Context: an optimization exercise on an open-source flow, tuned for small area, a short achievable clock period and few clock cycles per item. The choices shown serve that exercise and are no tape-out recipe.
No functional check of the RTL was part of any run shown here.
Power is estimated from default activity; no workload was simulated.

File: flow/standard.sh
#!/bin/bash
# synth_recipe.tcl (not shown) runs the flow's synth.tcl, then flattens the netlist and writes it again
# the make line also repeats each setting of config.mk as NAME=value (left out here)
make -C /OpenROAD-flow-scripts/flow DESIGN_CONFIG=/design/flow/config.mk WORK_HOME=/design/flow/orfs CLKGATE_MAP_FILE= SYNTH_SCRIPT=/design/flow/synth_recipe.tcl "${@:-finish}"
File: flow/config.mk
export PLATFORM = sky130hd
export DESIGN_NAME = mipsExecUnit
export DESIGN_NICKNAME = mipsExecUnit
export VERILOG_FILES = /design/flow/design.v
export SDC_FILE = /design/flow/constraint.sdc
export NUM_CORES = 4
export LEC_CHECK = 0
export CAP_MARGIN = 20
export CORE_MARGIN = 2
export CORE_UTILIZATION = 40
export GPL_TIMING_DRIVEN = 1
export SETUP_SLACK_MARGIN = 1.2
export SLEW_MARGIN = 20
File: flow/constraint.sdc
create_clock -name core_clock -period 5.0 [get_ports {clk}]
set_input_delay 1.0000 -clock core_clock [delete_from_list [all_inputs] [get_ports {clk}]]
set_output_delay 1.0000 -clock core_clock [all_outputs]
set_load 0.01 [all_outputs]
File: flow/design.v
package mipsPkg;
    localparam int dataWidth    = 32;
    localparam int regAddrWidth = 5;
    localparam int opWidth      = 6;
    localparam int functWidth   = 6;
    localparam int immWidth     = 16;
    localparam int aluOpWidth   = 4;
    localparam int brTypeWidth  = 3;
    localparam logic [opWidth-1:0] opRtype  = 6'b000000;
    localparam logic [opWidth-1:0] opRegimm = 6'b000001;
    localparam logic [opWidth-1:0] opBeq    = 6'b000100;
    localparam logic [opWidth-1:0] opBne    = 6'b000101;
    localparam logic [opWidth-1:0] opBlez   = 6'b000110;
    localparam logic [opWidth-1:0] opBgtz   = 6'b000111;
    localparam logic [opWidth-1:0] opAddi   = 6'b001000;
    localparam logic [opWidth-1:0] opAddiu  = 6'b001001;
    localparam logic [opWidth-1:0] opSlti   = 6'b001010;
    localparam logic [opWidth-1:0] opSltiu  = 6'b001011;
    localparam logic [opWidth-1:0] opAndi   = 6'b001100;
    localparam logic [opWidth-1:0] opOri    = 6'b001101;
    localparam logic [opWidth-1:0] opXori   = 6'b001110;
    localparam logic [opWidth-1:0] opLui    = 6'b001111;
    localparam logic [functWidth-1:0] functSll  = 6'b000000;
    localparam logic [functWidth-1:0] functSrl  = 6'b000010;
    localparam logic [functWidth-1:0] functSra  = 6'b000011;
    localparam logic [functWidth-1:0] functSllv = 6'b000100;
    localparam logic [functWidth-1:0] functSrlv = 6'b000110;
    localparam logic [functWidth-1:0] functSrav = 6'b000111;
    localparam logic [functWidth-1:0] functAdd  = 6'b100000;
    localparam logic [functWidth-1:0] functAddu = 6'b100001;
    localparam logic [functWidth-1:0] functSub  = 6'b100010;
    localparam logic [functWidth-1:0] functSubu = 6'b100011;
    localparam logic [functWidth-1:0] functAnd  = 6'b100100;
    localparam logic [functWidth-1:0] functOr   = 6'b100101;
    localparam logic [functWidth-1:0] functXor  = 6'b100110;
    localparam logic [functWidth-1:0] functNor  = 6'b100111;
    localparam logic [functWidth-1:0] functSlt  = 6'b101010;
    localparam logic [functWidth-1:0] functSltu = 6'b101011;
    localparam logic [regAddrWidth-1:0] rtBltz = 5'b00000;
    localparam logic [regAddrWidth-1:0] rtBgez = 5'b00001;
    localparam logic [aluOpWidth-1:0] aluAnd  = 4'b0000;
    localparam logic [aluOpWidth-1:0] aluOr   = 4'b0001;
    localparam logic [aluOpWidth-1:0] aluAdd  = 4'b0010;
    localparam logic [aluOpWidth-1:0] aluXor  = 4'b0011;
    localparam logic [aluOpWidth-1:0] aluNor  = 4'b0100;
    localparam logic [aluOpWidth-1:0] aluSlt  = 4'b0101;
    localparam logic [aluOpWidth-1:0] aluSub  = 4'b0110;
    localparam logic [aluOpWidth-1:0] aluSltu = 4'b0111;
    localparam logic [aluOpWidth-1:0] aluLui  = 4'b1000;
    localparam logic [aluOpWidth-1:0] aluSll  = 4'b1001;
    localparam logic [aluOpWidth-1:0] aluSrl  = 4'b1010;
    localparam logic [aluOpWidth-1:0] aluSra  = 4'b1011;
    localparam logic [brTypeWidth-1:0] brNone = 3'd0;
    localparam logic [brTypeWidth-1:0] brEq   = 3'd1;
    localparam logic [brTypeWidth-1:0] brNe   = 3'd2;
    localparam logic [brTypeWidth-1:0] brLez  = 3'd3;
    localparam logic [brTypeWidth-1:0] brGtz  = 3'd4;
    localparam logic [brTypeWidth-1:0] brLtz  = 3'd5;
    localparam logic [brTypeWidth-1:0] brGez  = 3'd6;
    typedef union packed {
        struct packed {
            logic [opWidth-1:0]      opcode;
            logic [regAddrWidth-1:0] rs;
            logic [regAddrWidth-1:0] rt;
            logic [regAddrWidth-1:0] rd;
            logic [regAddrWidth-1:0] shamt;
            logic [functWidth-1:0]   funct;
        } r;
        struct packed {
            logic [opWidth-1:0]      opcode;
            logic [regAddrWidth-1:0] rs;
            logic [regAddrWidth-1:0] rt;
            logic [immWidth-1:0]     imm;
        } i;
    } instrWord;
endpackage
`timescale 1ns/1ps
module instrDecode (
    input  logic [31:0] instr,
    output logic        selAdd,
    output logic        selSlt,
    output logic        selLogic,
    output logic        selLui,
    output logic        selShift,
    output logic        sub,
    output logic        unsignedCmp,
    output logic [1:0]  logicOp,
    output logic        useImm,
    output logic        zeroExt,
    output logic        shVar,
    output logic        shRight,
    output logic        shArith,
    output logic [2:0]  brType,
    output logic        isBranch,
    output logic        illegal,
    output logic [4:0]  dest,
    output logic        writeEn
);
    logic [5:0] op;
    logic [5:0] fn;
    logic [4:0] rtF;
    logic       isR;
    logic       rArith, rSlt, rLogic, rShift;
    logic       iArith, iSlt, iLogic, iLui, iBranch, iRegimm;
    logic       alu;
    assign op  = instr[31:26];
    assign fn  = instr[5:0];
    assign rtF = instr[20:16];
    assign isR = (op == 6'd0);
    assign rArith = (fn[5:2] == 4'b1000);
    assign rLogic = (fn[5:2] == 4'b1001);
    assign rSlt   = (fn[5:1] == 5'b10101);
    assign rShift = (fn[5:3] == 3'b000) && (fn[1:0] != 2'b01);
    assign iArith  = (op[5:1] == 5'b00100);
    assign iSlt    = (op[5:1] == 5'b00101);
    assign iLogic  = (op[5:2] == 4'b0011) && (op[1:0] != 2'b11);
    assign iLui    = (op == 6'b001111);
    assign iBranch = (op[5:2] == 4'b0001);
    assign iRegimm = (op == 6'b000001) && (rtF[4:1] == 4'd0);
    assign selAdd   = isR ? rArith : iArith;
    assign selSlt   = isR ? rSlt   : iSlt;
    assign selLogic = isR ? rLogic : iLogic;
    assign selLui   = iLui;
    assign selShift = isR & rShift;
    assign useImm      = op[3];
    assign zeroExt     = op[2];
    assign sub         = op[3] ? (op[1] & !op[2]) : (fn[1] & !fn[2] & !op[2]);
    assign unsignedCmp = op[3] ? op[0] : fn[0];
    assign logicOp     = op[3] ? op[1:0] : fn[1:0];
    assign shVar       = fn[2];
    assign shRight     = fn[1];
    assign shArith     = fn[0];
    assign isBranch = iBranch | iRegimm;
    assign brType   = iRegimm ? {2'b10, rtF[0]} : {1'b0, op[1:0]};
    assign alu     = selAdd | selSlt | selLogic | selLui | selShift;
    assign illegal = !alu && !isBranch;
    assign dest    = !alu ? 5'd0 : (isR ? instr[15:11] : rtF);
    assign writeEn = alu && (dest != 5'd0);
endmodule
`timescale 1ns/1ps
module aluExecute #(
    parameter int AdderKind = 0      
) (
    input  logic [31:0] instr,
    input  logic [31:0] rsValue,
    input  logic [31:0] rtValue,
    input  logic        selAdd,
    input  logic        selSlt,
    input  logic        selLogic,
    input  logic        selLui,
    input  logic        selShift,
    input  logic        sub,
    input  logic        unsignedCmp,
    input  logic [1:0]  logicOp,
    input  logic        useImm,
    input  logic        zeroExt,
    input  logic        shVar,
    input  logic        shRight,
    input  logic        shArith,
    input  logic [2:0]  brType,
    input  logic        isBranch,
    output logic [31:0] data,
    output logic        taken
);
    logic [31:0] a;
    logic [31:0] b;
    logic [31:0] bx;
    logic [31:0] p;
    logic [31:0] g;
    logic [31:0] pp;
    logic [31:0] gg;
    logic [31:0] carry;
    logic [31:0] sum;
    logic        cout;
    logic        lessThan;
    logic [31:0] orv;
    logic [31:0] logicRes;
    logic [4:0]  shAmt;
    logic [31:0] shIn;
    logic [31:0] shOut;
    logic        fill;
    logic        rsZero;
    logic        rsNeg;
    logic        eq;
    assign a  = rsValue;
    assign b  = useImm ? {{16{instr[15] & !zeroExt}}, instr[15:0]} : rtValue;
    assign bx = b ^ {32{sub}};
    assign p = a ^ bx;
    assign g = a & bx;
    always_comb begin
        gg = g;
        pp = p;
        gg[0] = g[0] | (p[0] & sub);
        if (AdderKind == 0) begin
            for (int l = 0; l < 5; l++) begin
                for (int j = 0; j < 32; j++) begin
                    if (j[l]) begin
                        gg[j] = gg[j] | (pp[j] & gg[((j >> l) << l) - 1]);
                        pp[j] = pp[j] & pp[((j >> l) << l) - 1];
                    end
                end
            end
        end else begin
            for (int l = 0; l < 5; l++) begin
                for (int j = 0; j < 32; j++) begin
                    if ((j % (2 << l)) == (2 << l) - 1) begin
                        gg[j] = gg[j] | (pp[j] & gg[j - (1 << l)]);
                        pp[j] = pp[j] & pp[j - (1 << l)];
                    end
                end
            end
            for (int l = 3; l >= 0; l--) begin
                for (int j = 0; j < 32; j++) begin
                    if ((j % (2 << l)) == (1 << l) - 1 && j >= (2 << l)) begin
                        gg[j] = gg[j] | (pp[j] & gg[j - (1 << l)]);
                        pp[j] = pp[j] & pp[j - (1 << l)];
                    end
                end
            end
        end
    end
    if (AdderKind == 2) begin : gBehav
        assign {cout, sum} = {1'b0, a} + {1'b0, bx} + {32'd0, sub};
        assign carry = '0;
    end else begin : gPrefix
        assign carry = {gg[30:0], sub};
        assign sum   = p ^ carry;
        assign cout  = gg[31];
    end
    assign lessThan = unsignedCmp ? !cout : ((a[31] ^ b[31]) ? a[31] : sum[31]);
    assign orv = p | g;
    always_comb begin
        case (logicOp)
            2'b00:   logicRes = g;
            2'b01:   logicRes = orv;
            2'b10:   logicRes = p;
            default: logicRes = ~orv;
        endcase
    end
    assign shAmt = shVar ? a[4:0] : instr[10:6];
    always_comb begin
        for (int i = 0; i < 32; i++) begin
            shIn[i] = shRight ? rtValue[i] : rtValue[31-i];
        end
    end
    assign fill  = shArith & rtValue[31];
    assign shOut = $signed({fill, shIn}) >>> shAmt;
    always_comb begin
        data = '0;
        for (int i = 0; i < 32; i++) begin
            data[i] = (selAdd & sum[i])
                    | (selLogic & logicRes[i])
                    | (selShift & shRight & shOut[i])
                    | (selShift & !shRight & shOut[31-i]);
        end
        data[0]     = data[0] | (selSlt & lessThan);
        data[31:16] = data[31:16] | ({16{selLui}} & instr[15:0]);
    end
    assign rsZero = (a == 32'd0);
    assign rsNeg  = a[31];
    assign eq     = (p == 32'd0);
    always_comb begin
        case (brType)
            3'd0:    taken = eq;
            3'd1:    taken = !eq;
            3'd2:    taken = rsNeg || rsZero;
            3'd3:    taken = !rsNeg && !rsZero;
            3'd4:    taken = rsNeg;
            default: taken = !rsNeg;
        endcase
        taken = taken & isBranch;
    end
endmodule
`timescale 1ns/1ps
module resultStage (
    input  logic        clk,
    input  logic        rstN,
    input  logic        upValid,
    output logic        upReady,
    input  logic [31:0] upData,
    input  logic [4:0]  upDest,
    input  logic        upBranchTaken,
    input  logic        upIllegal,
    output logic        outValid,
    input  logic        outReady,
    output logic [31:0] outData,
    output logic [4:0]  outDest,
    output logic        outWriteEn,
    output logic        outBranchTaken,
    output logic        outIllegal
);
    logic load;
    assign upReady = !outValid || outReady;
    assign load    = upValid && upReady;
    always_ff @(posedge clk or negedge rstN) begin
        if (!rstN) begin
            outValid <= 1'b0;
        end else if (upReady) begin
            outValid <= upValid;
        end
    end
    always_ff @(posedge clk) begin
        if (load) begin
            outData        <= upData;
            outDest        <= upDest;
            outBranchTaken <= upBranchTaken;
            outIllegal     <= upIllegal;
        end
    end
    assign outWriteEn = (outDest != 5'd0);
endmodule
`timescale 1ns/1ps
module mipsExecUnit (
    input  logic                                clk,
    input  logic                                rstN,
    input  logic                                inValid,
    output logic                                inReady,
    input  logic [mipsPkg::dataWidth-1:0]       instr,
    input  logic [mipsPkg::dataWidth-1:0]       rsValue,
    input  logic [mipsPkg::dataWidth-1:0]       rtValue,
    output logic                                outValid,
    input  logic                                outReady,
    output logic [mipsPkg::dataWidth-1:0]       outData,
    output logic [mipsPkg::regAddrWidth-1:0]    outDest,
    output logic                                outWriteEn,
    output logic                                outBranchTaken,
    output logic                                outIllegal
);
    logic        selAdd, selSlt, selLogic, selLui, selShift;
    logic        sub, unsignedCmp, useImm, zeroExt;
    logic [1:0]  logicOp;
    logic        shVar, shRight, shArith;
    logic [2:0]  brType;
    logic        isBranch;
    logic        exeIllegal;
    logic [4:0]  exeDest;
    logic        exeWriteEn;
    logic [31:0] exeData;
    logic        exeTaken;
    instrDecode uDecode (
        .instr       (instr),
        .selAdd      (selAdd),
        .selSlt      (selSlt),
        .selLogic    (selLogic),
        .selLui      (selLui),
        .selShift    (selShift),
        .sub         (sub),
        .unsignedCmp (unsignedCmp),
        .logicOp     (logicOp),
        .useImm      (useImm),
        .zeroExt     (zeroExt),
        .shVar       (shVar),
        .shRight     (shRight),
        .shArith     (shArith),
        .brType      (brType),
        .isBranch    (isBranch),
        .illegal     (exeIllegal),
        .dest        (exeDest),
        .writeEn     (exeWriteEn)
    );
    aluExecute uExecute (
        .instr       (instr),
        .rsValue     (rsValue),
        .rtValue     (rtValue),
        .selAdd      (selAdd),
        .selSlt      (selSlt),
        .selLogic    (selLogic),
        .selLui      (selLui),
        .selShift    (selShift),
        .sub         (sub),
        .unsignedCmp (unsignedCmp),
        .logicOp     (logicOp),
        .useImm      (useImm),
        .zeroExt     (zeroExt),
        .shVar       (shVar),
        .shRight     (shRight),
        .shArith     (shArith),
        .brType      (brType),
        .isBranch    (isBranch),
        .data        (exeData),
        .taken       (exeTaken)
    );
    resultStage uResult (
        .clk            (clk),
        .rstN           (rstN),
        .upValid        (inValid),
        .upReady        (inReady),
        .upData         (exeData),
        .upDest         (exeDest),
        .upBranchTaken  (exeTaken),
        .upIllegal      (exeIllegal),
        .outValid       (outValid),
        .outReady       (outReady),
        .outData        (outData),
        .outDest        (outDest),
        .outWriteEn     (outWriteEn),
        .outBranchTaken (outBranchTaken),
        .outIllegal     (outIllegal)
    );
endmodule
File: flow/flow/abc.script

&get -n
&st
&dch
&nf -D 2000
&put
topo
buffer -p
upsize -D 2000
dnsize -D 2000
File: flow/flow/run.sh
#!/bin/bash
# Layout flow: the standard ORFS flow with two changes.
#  - Synthesis is the standard one except for the ABC script that maps the
#    combinational logic (flow/abc.script, delay-targeted &nf mapping).
#    Registers are mapped before ABC runs, so they are the standard ones.
#  - Port buffers are buf_2 cells instead of the delay cell buffer_ports picks.
set -euo pipefail
here=$(pwd)
flowdir=$(cd "$(dirname "${BASH_SOURCE[0]}")" && pwd)

# synth.tcl with the ABC script swapped
sed "s#  log_cmd abc {\*}\$abc_args#  set abc_args [lreplace \$abc_args 0 1 -script $flowdir/abc.script]\n  log_cmd abc {*}\$abc_args#" \
    "$FLOW_HOME/scripts/synth.tcl" > "$here/synth_custom_abc.tcl"
grep -q "abc.script" "$here/synth_custom_abc.tcl"
sed "s#source \$::env(SCRIPTS_DIR)/synth.tcl#source $here/synth_custom_abc.tcl#" \
    "$here/synth_recipe.tcl" > "$here/synth_recipe_custom.tcl"
grep -q "synth_custom_abc.tcl" "$here/synth_recipe_custom.tcl"
sed "s#SYNTH_SCRIPT=[^ ]*synth_recipe.tcl#SYNTH_SCRIPT=$here/synth_recipe_custom.tcl#" \
    "$here/standard.sh" > "$here/standard_custom.sh"
grep -q "synth_recipe_custom.tcl" "$here/standard_custom.sh"

bash "$here/standard_custom.sh" \
    BUFFER_PORTS_ARGS="-buffer_cell sky130_fd_sc_hd__buf_2" finish > "$here/flow_make.log" 2>&1
==> flow_metrics.env, run 1 <==
export IMPL_outcome="finished clean"
export IMPL_ios=142
export IMPL_cts_num_sinks=40
export IMPL_antenna_found_initial=1
export IMPL_clk_latency_ps=280
export IMPL_route_detailed_drc=0
export IMPL_slew_violations=0
export IMPL_syn_area_um2=7640
export IMPL_drive_gt1_share_pct=35.0
export IMPL_die_w_um=142
export IMPL_switching_power_mw=1.02
export IMPL_worstPathArrival_ps=4330
export IMPL_ys_ff_latch=40
export IMPL_routed_wl_um=32900
export IMPL_htree_num_levels=2
export IMPL_start_util_pct=40.8
export IMPL_worstReg2RegEnd="uResult.outDest[0]"
export IMPL_setup_violations=0
export IMPL_routed_via_density=6.37
export IMPL_crit_end="uResult.outData[26]"
export IMPL_critPathRequiredTime_ps=5020
export IMPL_syn_nets=1155
export IMPL_pre_cts_ws_ps=200
export IMPL_clk_path_buf_depth=2
export IMPL_power_density_nw_per_um2=213
export IMPL_hpwl_um=24500
export IMPL_diodes=0
export IMPL_placementRows=50
export IMPL_synthTopCellsByArea="mux2i_1 (17%), edfxtp_1 (15%), ha_1 (10%)"
export IMPL_grt_ovfl_total=0
export IMPL_switching_share_pct=45.2
export IMPL_synth_most_common_cell="mux2i_1"
export IMPL_whs_ps=480
export IMPL_stdcell_area_um2=10600
export IMPL_yosysTopAreaCellShare_pct=17.0
export IMPL_grt_pass1_wl_um=47400
export IMPL_peakVddDrop_uv=117
export IMPL_clk_pin_slew_ps=60
export IMPL_tritoncts="done"
export IMPL_fin_setup_tns_ps=0
export IMPL_hp_class="in -> async"
export IMPL_drtAntennaViolNets=0
export IMPL_maxCapViolations=0
export IMPL_final_nets=1318
export IMPL_dieHeight_um=142
export IMPL_hold_violations=0
export IMPL_grt_max_degree=40
export IMPL_worst_setup_path_type="in -> reg"
export IMPL_fin_ws_ps=690
export IMPL_place_congestion=1.00
export IMPL_yosys_area_top_type="mux2i_1"
export IMPL_p_int_mw=1.23
export IMPL_p_seq_share_pct=17.5
export IMPL_worst_slew_margin_rel_pct=34.9
export IMPL_root_buffer="clkbuf_16"
export IMPL_synthDistinctLibCells=60
export IMPL_numCtsBuffers=5
export IMPL_cp_start_kind="input pin"
export IMPL_rsz0062_at_grt="true"
export IMPL_leakage_nw=4.67
export IMPL_cp_end_kind="flop"
export IMPL_tightestPinTransition_ps=977
export IMPL_r2r_cells=2
export IMPL_dp_cells=1324
export IMPL_first_pass_iters=6
export IMPL_clockPowerShare_pct=13.2
export IMPL_fin_skew_ps=3.55
export IMPL_yosysWarningCount=2
export IMPL_synth_ff_type="edfxtp_1"
export IMPL_critical_path_peak_fanout=5
export IMPL_synth_yosys_seq_area_share_pct=15.7
export IMPL_syn_area_per_cell_um2=7.75
export IMPL_finish_utilization_pct=56.4
export IMPL_reg2reg_setup_slack_ps=3430
export IMPL_wl_per_cell_um=23.8
export IMPL_vias=8804
export IMPL_grt_pass1_vias=7886
export IMPL_synthTopCellsByCount="mux2i_1 (130), nand2_1 (93), a21oi_1 (89)"
export IMPL_period_share_pct=86.2
export IMPL_startpoint="instr[29]"
export IMPL_synthArstFlopShare_pct=2.50
export IMPL_grt_usage_pct=30.8
export IMPL_dpl_cell_area_um2=8980
export IMPL_synth_edff_count=39
export IMPL_fmax_mhz=232
export IMPL_area_growth_pct=38.1
export IMPL_portBuffers=136
export IMPL_dieArea_um2=20200
export IMPL_coreArea_um2=18700
export IMPL_first_iter_violations=1325
export IMPL_p_comb_share_pct=69.3
export IMPL_layout_cells_non_filler=1383
export IMPL_period_needed_ps=4310
export IMPL_r2r_start="uResult.outValid"
export IMPL_synth_cells=986
export IMPL_power_total_mw=2.25
worst min path at each step:
stage | slack (ps) | to
final | 480 | uResult.outValid
after global routing | 470 | uResult.outValid
after CTS | 470 | uResult.outValid
after detailed placement | 520 | uResult.outValid
after global placement | 500 | uResult.outValid
after floorplan | 620 | uResult.outValid
cell families after synthesis:
kind of cell	synth area share [%]
AO/OA/AOI/OAI	25.0
AND/OR/NAND/NOR	13.7
multiplexers	19.7
buffers and inverters	7.32
adder cells (fa/ha/maj)	11.8
XOR/XNOR	6.77
flip-flops	15.7
critical path: stages:
cell	delay [ps]
buf_12	110
mux2i_4	190
a211oi_4	250
buf_12	160
buf_12	170
xnor2_4	130
inv_2	60
ha_4	290
nand4_1	210
nor3_4	290
o21ai_4	120
a211oi_4	340
a31oi_1	160
xor2_1	360
o221ai_1	170
a211o_1	320
state kept, by name, summed over array words and instances, names as in the netlist:
register                flops
uResult.outBranchTaken      1
uResult.outIllegal          1
uResult.outDest             5
uResult.outValid            1
uResult.outData            32
power groups by stage:
stage | logic [mW] | registers (mW) | clock network, mW
final | 1.56 | 0.395 | 0.297
after global routing | 1.64 | 0.396 | 0.317
after CTS | 1.36 | 0.395 | 0.303
after detailed placement | 1.19 | 0.402 | 0
after global placement | 1.18 | 0.402 | 0
after floorplan | 0.818 | 0.412 | 0
what timing repair did:
action | in CTS | in global routing
cloned | 4 | 2
setup buffers | 22 | 24
gates resized for setup | 97 | 67
hold buffers | 0 | 0
pin swaps | 29 | 46
setup endpoints to repair | 27 | 29
cell type report:
cell class | count | area [µm²]
Clock buffer | 5 | 125
Clock inverter | 2 | 12.5
Fill cell | 1681 | 8160
Inverter | 73 | 274
Multi-Input combinational cell | 808 | 7070
Sequential cell | 40 | 1200
Tap cell | 234 | 293
Timing Repair Buffer | 221 | 1580
cells in the final DEF, fill, tap and decap left out, drive strengths merged, types with 2 or more instances in the layout:
cell	n
nor2	78
a211oi	4
buf	217
o21ai	73
nand4	6
and2	3
mux2	16
mux2i	131
or4	3
edfxtp	39
or3	4
nor3	7
o22ai	19
a22oi	4
xnor2	51
xor2	8
a21oi	89
a221o	14
and3	4
o21a	5
nor4	19
o31ai	2
nand2	93
fa	5
nand3	9
o221ai	5
a211o	3
nor2b	4
clkbuf	7
o211ai	4
a221oi	43
a31oi	8
nand2b	5
bufbuf	2
a21o	8
inv	73
ha	64
per-layer routing:
layer	routed length, µm	part of all wire [%]	GRT usage, %	vias up
li1	-	-	-	3969
met1	13500	41	42.7	4154
met2	14300	44	48.1	572
met3	3410	10	4.44	107
met4	1660	5.0	12.7	2
met5	12	0.036	0	-
==> run 2, diff against run 1 <==
--- a/flow/config.mk
+++ b/flow/config.mk
@@ -9,5 +9,5 @@
 export CORE_MARGIN = 2
 export CORE_UTILIZATION = 40
 export GPL_TIMING_DRIVEN = 1
-export SETUP_SLACK_MARGIN = 1.2
+export SETUP_SLACK_MARGIN = 0.8
 export SLEW_MARGIN = 20
==> run 2 against run 1 <==
Non-clock buffer count down 37. Critical path depth up 2. First-iteration DRC count down 31%. Synthesized area unchanged. Synthesized cell count unchanged. Core utilization down 4.4 points.
==> flow_metrics.env, run 2 <==
export IMPL_outcome="finished clean"
export IMPL_syn_area_per_cell_um2=7.75
export IMPL_critPathRequiredTime_ps=5020
export IMPL_hp_class="in -> async"
export IMPL_clk_path_buf_depth=2
export IMPL_cp_end_kind="flop"
export IMPL_cp_start_kind="input pin"
export IMPL_seqCellArea_um2=1200
export IMPL_peakVddDrop_uv=143
export IMPL_period_share_pct=83.9
export IMPL_synth_top_family_by_area="compound AO/OA/AOI/OAI gates"
export IMPL_place_congestion=1.01
export IMPL_synthTopCellsByCount="mux2i_1 (130), nand2_1 (93), a21oi_1 (89)"
export IMPL_start_util_pct=40.8
export IMPL_multi_input_area_um2=6610
export IMPL_root_buffer="clkbuf_16"
export IMPL_synthArstFlopShare_pct=2.50
export IMPL_synth_yosys_seq_area_share_pct=15.7
export IMPL_yosysTopAreaCellShare_pct=17.0
export IMPL_syn_area_um2=7640
export IMPL_drtAntennaViolNets=0
export IMPL_synth_cells=986
export IMPL_die_w_um=142
export IMPL_grt_max_degree=40
export IMPL_p_int_mw=1.15
export IMPL_synth_ff_type="edfxtp_1"
export IMPL_vias=8425
export IMPL_max_stage_delay_ps=330
export IMPL_numCtsBuffers=5
export IMPL_routed_via_density=6.25
export IMPL_clockPowerShare_pct=16.6
export IMPL_synth_fa_ha_area_share_pct=11.8
export IMPL_route_detailed_drc=0
export IMPL_crit_buf_inv=6
export IMPL_fmax_mhz=238
export IMPL_rsz0062_at_grt="true"
export IMPL_antenna_found_initial=2
export IMPL_syn_nets=1155
export IMPL_first_pass_iters=5
export IMPL_fin_skew_ps=2.90
export IMPL_synth_edff_count=39
export IMPL_dieArea_um2=20200
export IMPL_coreArea_um2=18700
export IMPL_synth_mux_area_share_pct=19.7
export IMPL_synthDistinctLibCells=60
export IMPL_critical_path_peak_fanout=12
export IMPL_synth_xor_xnor_area_share_pct=6.76
export IMPL_power_density_nw_per_um2=212
export IMPL_area_growth_pct=27.3
export IMPL_ios=142
export IMPL_clk_latency_ps=280
export IMPL_synth_compound_area_share_pct=25.0
export IMPL_p_seq_share_pct=19.1
export IMPL_fin_ws_ps=804
export IMPL_cp_common_cell="buf_6"
export IMPL_worst_slew_margin_rel_pct=33.1
export IMPL_tritoncts="done"
export IMPL_largest_register_ffs=32
export IMPL_synthTopCellsByArea="mux2i_1 (17%), edfxtp_1 (15%), ha_1 (10%)"
export IMPL_dieHeight_um=142
export IMPL_synthSimpleGateAreaFrac_pct=13.7
export IMPL_switching_power_uw=912
export IMPL_grt_pass1_wl_um=46300
export IMPL_switching_share_pct=44.2
export IMPL_portBuffers=136
export IMPL_ys_ff_latch=40
export IMPL_clk_pin_slew_ps=50
export IMPL_hold_violations=0
export IMPL_final_nets=1281
export IMPL_critPathTopFamily="compound AO/OA/AOI/OAI gates"
export IMPL_maxCapViolations=0
export IMPL_yosys_area_top_type="mux2i_1"
export IMPL_grt_pass1_vias=7623
export IMPL_layout_commonest_cell="buf_2"
export IMPL_nFillCells=1833
export IMPL_htree_num_levels=2
export IMPL_grt_ovfl_total=0
export IMPL_yosysWarningCount=2
export IMPL_grt_usage_pct=30.6
export IMPL_wl_per_cell_um=23.6
export IMPL_final_cell_mix="buf_2 (135), mux2i_1 (126), nand2_1 (91)"
export IMPL_drive_gt1_share_pct=27.5
export IMPL_period_needed_ps=4200
export IMPL_cts_num_sinks=40
export IMPL_p_comb_share_pct=64.3
export IMPL_placementRows=50
export IMPL_largest_register="uResult.outData"
export IMPL_top_regs="uResult.outData: 32 flops, uResult.outDest: 5 flops"
export IMPL_synth_most_common_cell="mux2i_1"
export IMPL_first_iter_violations=914
export IMPL_worstPathArrival_ps=4220
export IMPL_tightestPinTransition_ps=1000
export IMPL_hpwl_um=25200
export IMPL_fin_setup_tns_ps=0
export IMPL_crit_chain="buf_6, mux2i_4, a211oi_4, buf_6, buf_12, buf_16, xnor2_2, inv_1, ha_4, nand4_1, a21oi_4, o21ai_2, a211oi_2, buf_4, a31oi_1, xor2_1, o221ai_2, a211o_1"
export IMPL_setup_violations=0
export IMPL_diodes=0
export IMPL_slew_violations=0
export IMPL_pre_cts_ws_ps=166
export IMPL_worst_setup_path_type="in -> reg"
export IMPL_leakage_nw=4.37
export IMPL_cp_slowest_cell="xor2_1"
export IMPL_routed_wl_um=31700
-- run 2: worst paths after layout --
| kind | from | end | slack, ps | cells past startpoint |
|---|---|---|---|---|
| worst max-delay path | instr[29] | uResult.outData[26] | 800 | 18 |
| worst max register to register | uResult.outValid | uResult.outIllegal | 3430 | 2 |
| max in group asynchronous | rstN | uResult.outValid | 4440 | 1 |
| worst min register to register | uResult.outValid | uResult.outValid | 530 | 2 |
| min in group core_clock | uResult.outValid | uResult.outValid | 530 | 2 |
| worst min-delay path | rstN | uResult.outValid | 480 | 1 |
-- run 2: logic make-up (layout without fill, tap and decap cells) --
kind of cell / after synthesis / after routing
AOI/OAI and AO/OA: 295 / 295
and+or+nand+nor: 238 / 238
muxes: 147 / 147
buffers and inverters: 138 / 265
adders and majority gates: 69 / 69
xor gates and xnor gates: 59 / 59
DFF: 40 / 40
-- run 2: repair_timing --
item / in CTS / in global routing
hold buffers: 0 / 0
cloned: 2 / 2
setup endpoints to repair: 17 / 16
buffers inserted: 7 / 6
pin swaps: 11 / 15
gates resized for setup: 38 / 52
hold endpoints to repair: 0 / 0
-- run 2: final cells by class --
cell class,count,share of cell area (%)
tap,234,3.01
timing repair buffer,184,12.3
inverter,73,2.82
multi-input combinational,808,67.9
sequential,40,12.3
clock buffer,5,1.29
clock inverter,3,0.386
-- run 2: power by group through the flow --
stage | sequential, mW | combinational (mW) | clock [mW]
after CTS | 0.395 | 1.23 | 0.348
after detailed placement | 0.402 | 1.18 | 0
after floorplan | 0.412 | 0.804 | 0
after global routing | 0.396 | 1.42 | 0.365
after global placement | 0.402 | 1.17 | 0
final | 0.395 | 1.33 | 0.343
-- run 2: routing by layer --
| layer | track usage [%] | part of all wire (%) | routed length (µm) | vias to the layer above |
|---|---|---|---|---|
| li1 | - | - | - | 3904 |
| met1 | 43.9 | 45 | 14200 | 4014 |
| met2 | 45.1 | 42 | 13300 | 430 |
| met3 | 3.23 | 7.8 | 2480 | 77 |
| met4 | 15.8 | 5.6 | 1790 | 0 |
| met5 | 0 | 0 | 0 | - |
-- run 2: stage by stage --
step	cells	cell area (µm²)	hold slack, ps	util, %	total power [mW]
after floorplan	986	7950	622	-	1.22
after global placement	1322	8940	499	47.8	1.58
after detailed placement	1322	8940	519	47.8	1.58
after CTS	1339	9390	478	50.2	1.98
after global routing	1347	9730	475	52.0	2.18
final	1347	9730	482	52.0	2.07
==> run 3, diff against run 2 <==
--- a/flow/design.v
+++ b/flow/design.v
@@ -182,10 +182,12 @@
     logic        rsZero;
     logic        rsNeg;
     logic        eq;
-    assign a  = rsValue;
-    assign b  = useImm ? {{16{instr[15] & !zeroExt}}, instr[15:0]} : rtValue;
-    assign bx = b ^ {32{sub}};
-    assign p = a ^ bx;
+    logic [31:0] imm;
+    assign a   = rsValue;
+    assign imm = {{16{instr[15] & !zeroExt}}, instr[15:0]};
+    assign b   = useImm ? imm : rtValue;
+    assign bx  = b ^ {32{sub}};
+    assign p = (useImm ? (a ^ imm) : (a ^ rtValue)) ^ {32{sub}};
     assign g = a & bx;
     always_comb begin
         gg = g;
--- a/flow/config.mk
+++ b/flow/config.mk
@@ -9,5 +9,4 @@
 export CORE_MARGIN = 2
 export CORE_UTILIZATION = 40
 export GPL_TIMING_DRIVEN = 1
-export SETUP_SLACK_MARGIN = 0.8
 export SLEW_MARGIN = 20
==> run 3 against run 2 <==
Still clean on timing, DRC and antenna. Combinational power is 9.8% lower. Hold slack worse by 24 ps. Wire length is 2.8% higher. First-iteration DRC count is 27% higher. Die area is 2.5% lower. Cell area is 8.9% lower. Count of clock-buffer cells in the layout stayed put. Synthesized cell count is 3.3% higher. Global-route usage is 1.7 points higher. Worst setup slack worse by 520 ps. Critical endpoint is now uResult.outData[17].
==> flow_metrics.env, run 3 <==
export IMPL_worst_setup_path_type="in -> reg"
export IMPL_r2r_cells=2
export IMPL_p_int_mw=1.08
export IMPL_multi_input_area_um2=5900
export IMPL_period_needed_ps=4720
export IMPL_critPathRequiredTime_ps=5010
export IMPL_rsz0062_at_grt="false"
export IMPL_grt_max_degree=43
export IMPL_tritoncts="done"
export IMPL_drive_gt1_share_pct=24.4
export IMPL_drtAntennaViolNets=0
export IMPL_period_share_pct=94.4
export IMPL_first_pass_iters=5
export IMPL_maxCapViolations=0
export IMPL_cp_depth=17
export IMPL_synth_edff_count=39
export IMPL_root_buffer="clkbuf_16"
export IMPL_synth_ff_type="edfxtp_1"
export IMPL_fin_skew_ps=6.10
export IMPL_syn_nets=1124
export IMPL_critical_path_peak_fanout=42
export IMPL_crit_buf_inv=4
export IMPL_yosysWarningCount=2
export IMPL_largest_register_ffs=32
export IMPL_reg2reg_setup_slack_ps=3310
export IMPL_pre_cts_ws_ps=56.2
export IMPL_outcome="finished clean"
export IMPL_whs_ps=458
export IMPL_vias=8816
export IMPL_final_cell_mix="buf_2 (136), nor2_1 (131), a21oi_1 (97)"
export IMPL_power_density_nw_per_um2=223
export IMPL_diodes=0
export IMPL_fin_ws_ps=282
export IMPL_numCtsBuffers=5
export IMPL_grt_ovfl_total=0
export IMPL_largest_register="uResult.outData"
export IMPL_antenna_found_initial=0
export IMPL_grt_pass1_vias=7839
export IMPL_clockPowerShare_pct=19.6
export IMPL_clk_path_buf_depth=2
export IMPL_peakVddDrop_uv=128
export IMPL_slew_violations=0
export IMPL_grt_usage_pct=32.3
export IMPL_hp_class="in -> async"
export IMPL_startpoint="instr[29]"
export IMPL_die_w_um=140
export IMPL_start_util_pct=41.2
export IMPL_syn_area_per_cell_um2=7.30
export IMPL_dieHeight_um=140
export IMPL_dieArea_um2=19700
export IMPL_worst_slew_margin_rel_pct=28.2
export IMPL_synthTopCellsByArea="edfxtp_1 (16%), mux2i_1 (10%), xnor2_1 (10%)"
export IMPL_crit_chain="buf_2, buf_4, mux2i_1, xnor2_1, xnor2_1, o21ai_0, a221o_1, a21o_1, nor2_1, inv_2, ha_1, nor2_1, xnor2_1, nor2_1, a2111oi_0, buf_4, o21ai_0"
export IMPL_route_detailed_drc=0
export IMPL_top_regs="uResult.outData: 32 flops, uResult.outDest: 5 flops"
export IMPL_area_growth_pct=19.1
export IMPL_setup_violations=0
export IMPL_cp_slowest_cell="mux2i_1"
export IMPL_p_comb_share_pct=60.4
export IMPL_portBuffers=136
export IMPL_r2r_start="uResult.outValid"
export IMPL_cts_num_sinks=40
export IMPL_final_nets=1270
export IMPL_routed_via_density=6.32
export IMPL_critPathTopFamily="compound AO/OA/AOI/OAI gates"
export IMPL_worstReg2RegEnd="uResult.outData[30]"
export IMPL_leakage_nw=3.55
export IMPL_synth_most_common_cell="nor2_1"
export IMPL_ios=142
export IMPL_crit_end="uResult.outData[17]"
export IMPL_hold_violations=0
export IMPL_switching_share_pct=45.3
export IMPL_wl_per_cell_um=23.4
export IMPL_fmax_mhz=212
export IMPL_power_total_mw=1.98
export IMPL_cts_hold_buf=0
export IMPL_layout_cells_non_filler=1395
export IMPL_ys_ff_latch=40
export IMPL_cp_start_kind="input pin"
export IMPL_synth_yosys_seq_area_share_pct=16.1
export IMPL_yosys_area_top_type="edfxtp_1"
export IMPL_first_iter_violations=1160
export IMPL_routed_wl_um=32600
export IMPL_hpwl_um=26500
export IMPL_clk_latency_ps=310
export IMPL_yosysTopAreaCellShare_pct=15.7
export IMPL_worstPathArrival_ps=4730
export IMPL_placementRows=49
export IMPL_tightestPinTransition_ps=1080
export IMPL_nFillCells=1849
export IMPL_cp_end_kind="flop"
export IMPL_post_cts_buffers=0
export IMPL_htree_num_levels=2
export IMPL_coreArea_um2=18100
export IMPL_p_seq_share_pct=19.9
export IMPL_dp_cells=1387
export IMPL_place_congestion=1.02
export IMPL_max_stage_delay_ps=480
export IMPL_synthDistinctLibCells=74
export IMPL_clk_pin_slew_ps=60
export IMPL_layout_commonest_cell="buf_2"
export IMPL_synthArstFlopShare_pct=2.50
export IMPL_seqCellArea_um2=1200
export IMPL_switching_power_uw=896
export IMPL_synth_cells=1019
export IMPL_cts_resized_gates=0
export IMPL_synthTopCellsByCount="nor2_1 (131), a21oi_1 (97), o21ai_0 (89)"
export IMPL_grt_pass1_wl_um=48500
export IMPL_syn_area_um2=7440
==> run 3: power groups by stage <==
stage	sequential [mW]	combinational, mW	clock, mW
global placement	0.401	1.15	0
global route	0.396	1.28	0.402
detailed placement	0.402	1.16	0
finish	0.394	1.20	0.389
floorplan	0.412	0.745	0
CTS	0.395	1.16	0.395
==> run 3: cells by family (layout without fill, tap and decap cells) <==
logic type               Yosys count  in the layout  synth area share [%]
XOR/XNOR                          98             98                  11.8
AO/OA/AOI/OAI                    344            344                  29.6
buffers and inverters             83            230                  5.28
multiplexers                     105            105                  14.6
adder cells (fa/ha/maj)            6              6                 0.975
AND/OR/NAND/NOR                  343            343                  21.7
flip-flops                        40             40                  16.1
==> run 3: worst reg2reg max path, stage by stage (launching register included) <==
cell	delay (ps)
dfrtp_1	370
nand2b_1	100
and2_2	820
==> run 3: through the flow <==
stage,TNS (ps),utilization [%],instance area (µm²)
global placement,-14.7,48.0,8680
floorplan,0,-,7440
global route,0,49.0,8860
detailed placement,0,48.1,8700
CTS,0,49.0,8860
finish,0,49.0,8860
==> run 3: final cells by class <==
| class | count | area share [%] |
|---|---|---|
| clock buffer | 5 | 1.41 |
| clock inverter | 3 | 0.480 |
| inverter | 12 | 0.508 |
| multi-input combinational | 896 | 66.6 |
| sequential | 40 | 13.5 |
| tap | 229 | 3.23 |
| timing repair buffer | 210 | 14.3 |
==> run 3: worst min path at each step <==
stage,to,cells past startpoint
2_1_floorplan,uResult.outValid,2
3_3_place_gp,uResult.outValid,2
3_5_place_dp,uResult.outValid,2
4_1_cts,uResult.outValid,1
5_1_grt,uResult.outValid,1
6_report,uResult.outValid,1
==> run 3: routing by layer <==
layer	part of all wire [%]	track usage, %	up-vias	wire (µm)
met4	3.9	11.7	0	1280
met3	11	5.20	83	3430
met1	43	46.2	4043	14100
li1	-	-	4113	-
met2	42	48.9	577	13800
met5	0	0	-	0

==> separate check: timing with driven ports <==
The flow's constraints put no driver on any port. The routed layouts listed below were extracted and timed again, unchanged, in two steps.
Step 1 (the two cells are an assumption about what drives the block):
set clk [get_ports {clk}]
set_driving_cell -lib_cell sky130_fd_sc_hd__clkbuf_16 $clk
set_driving_cell -lib_cell sky130_fd_sc_hd__buf_2 [delete_from_list [all_inputs] $clk]
Step 2 times the ports against the registers' clock, not the clock port: input delays grow and output delays shrink by t, the midpoint of the rising clock arrivals with the driver on.
a / b / c = ideal ports / drivers / drivers and shift; a / b = the first two.
run | t (ns) | slack for setup (ns) | hold slack, ns | worst setup path after step 2
run 1 | 0.309 | 0.690 / 0.666 / 0.357 | 0.480 / 0.476 / 0.525 | input to register
run 2 | 0.307 | 0.804 / 0.797 / 0.489 | 0.482 / 0.476 / 0.526 | input to register
run 3 | 0.347 | 0.282 / 0.298 / -0.049 | 0.458 / 0.442 / 0.520 | input to register
With both steps, setup timing fails in run 3, where it was met with ideal ports. For run 1, which loses most, drivers alone change the setup slack by -0.024 ns; drivers and shift together by -0.333 ns.
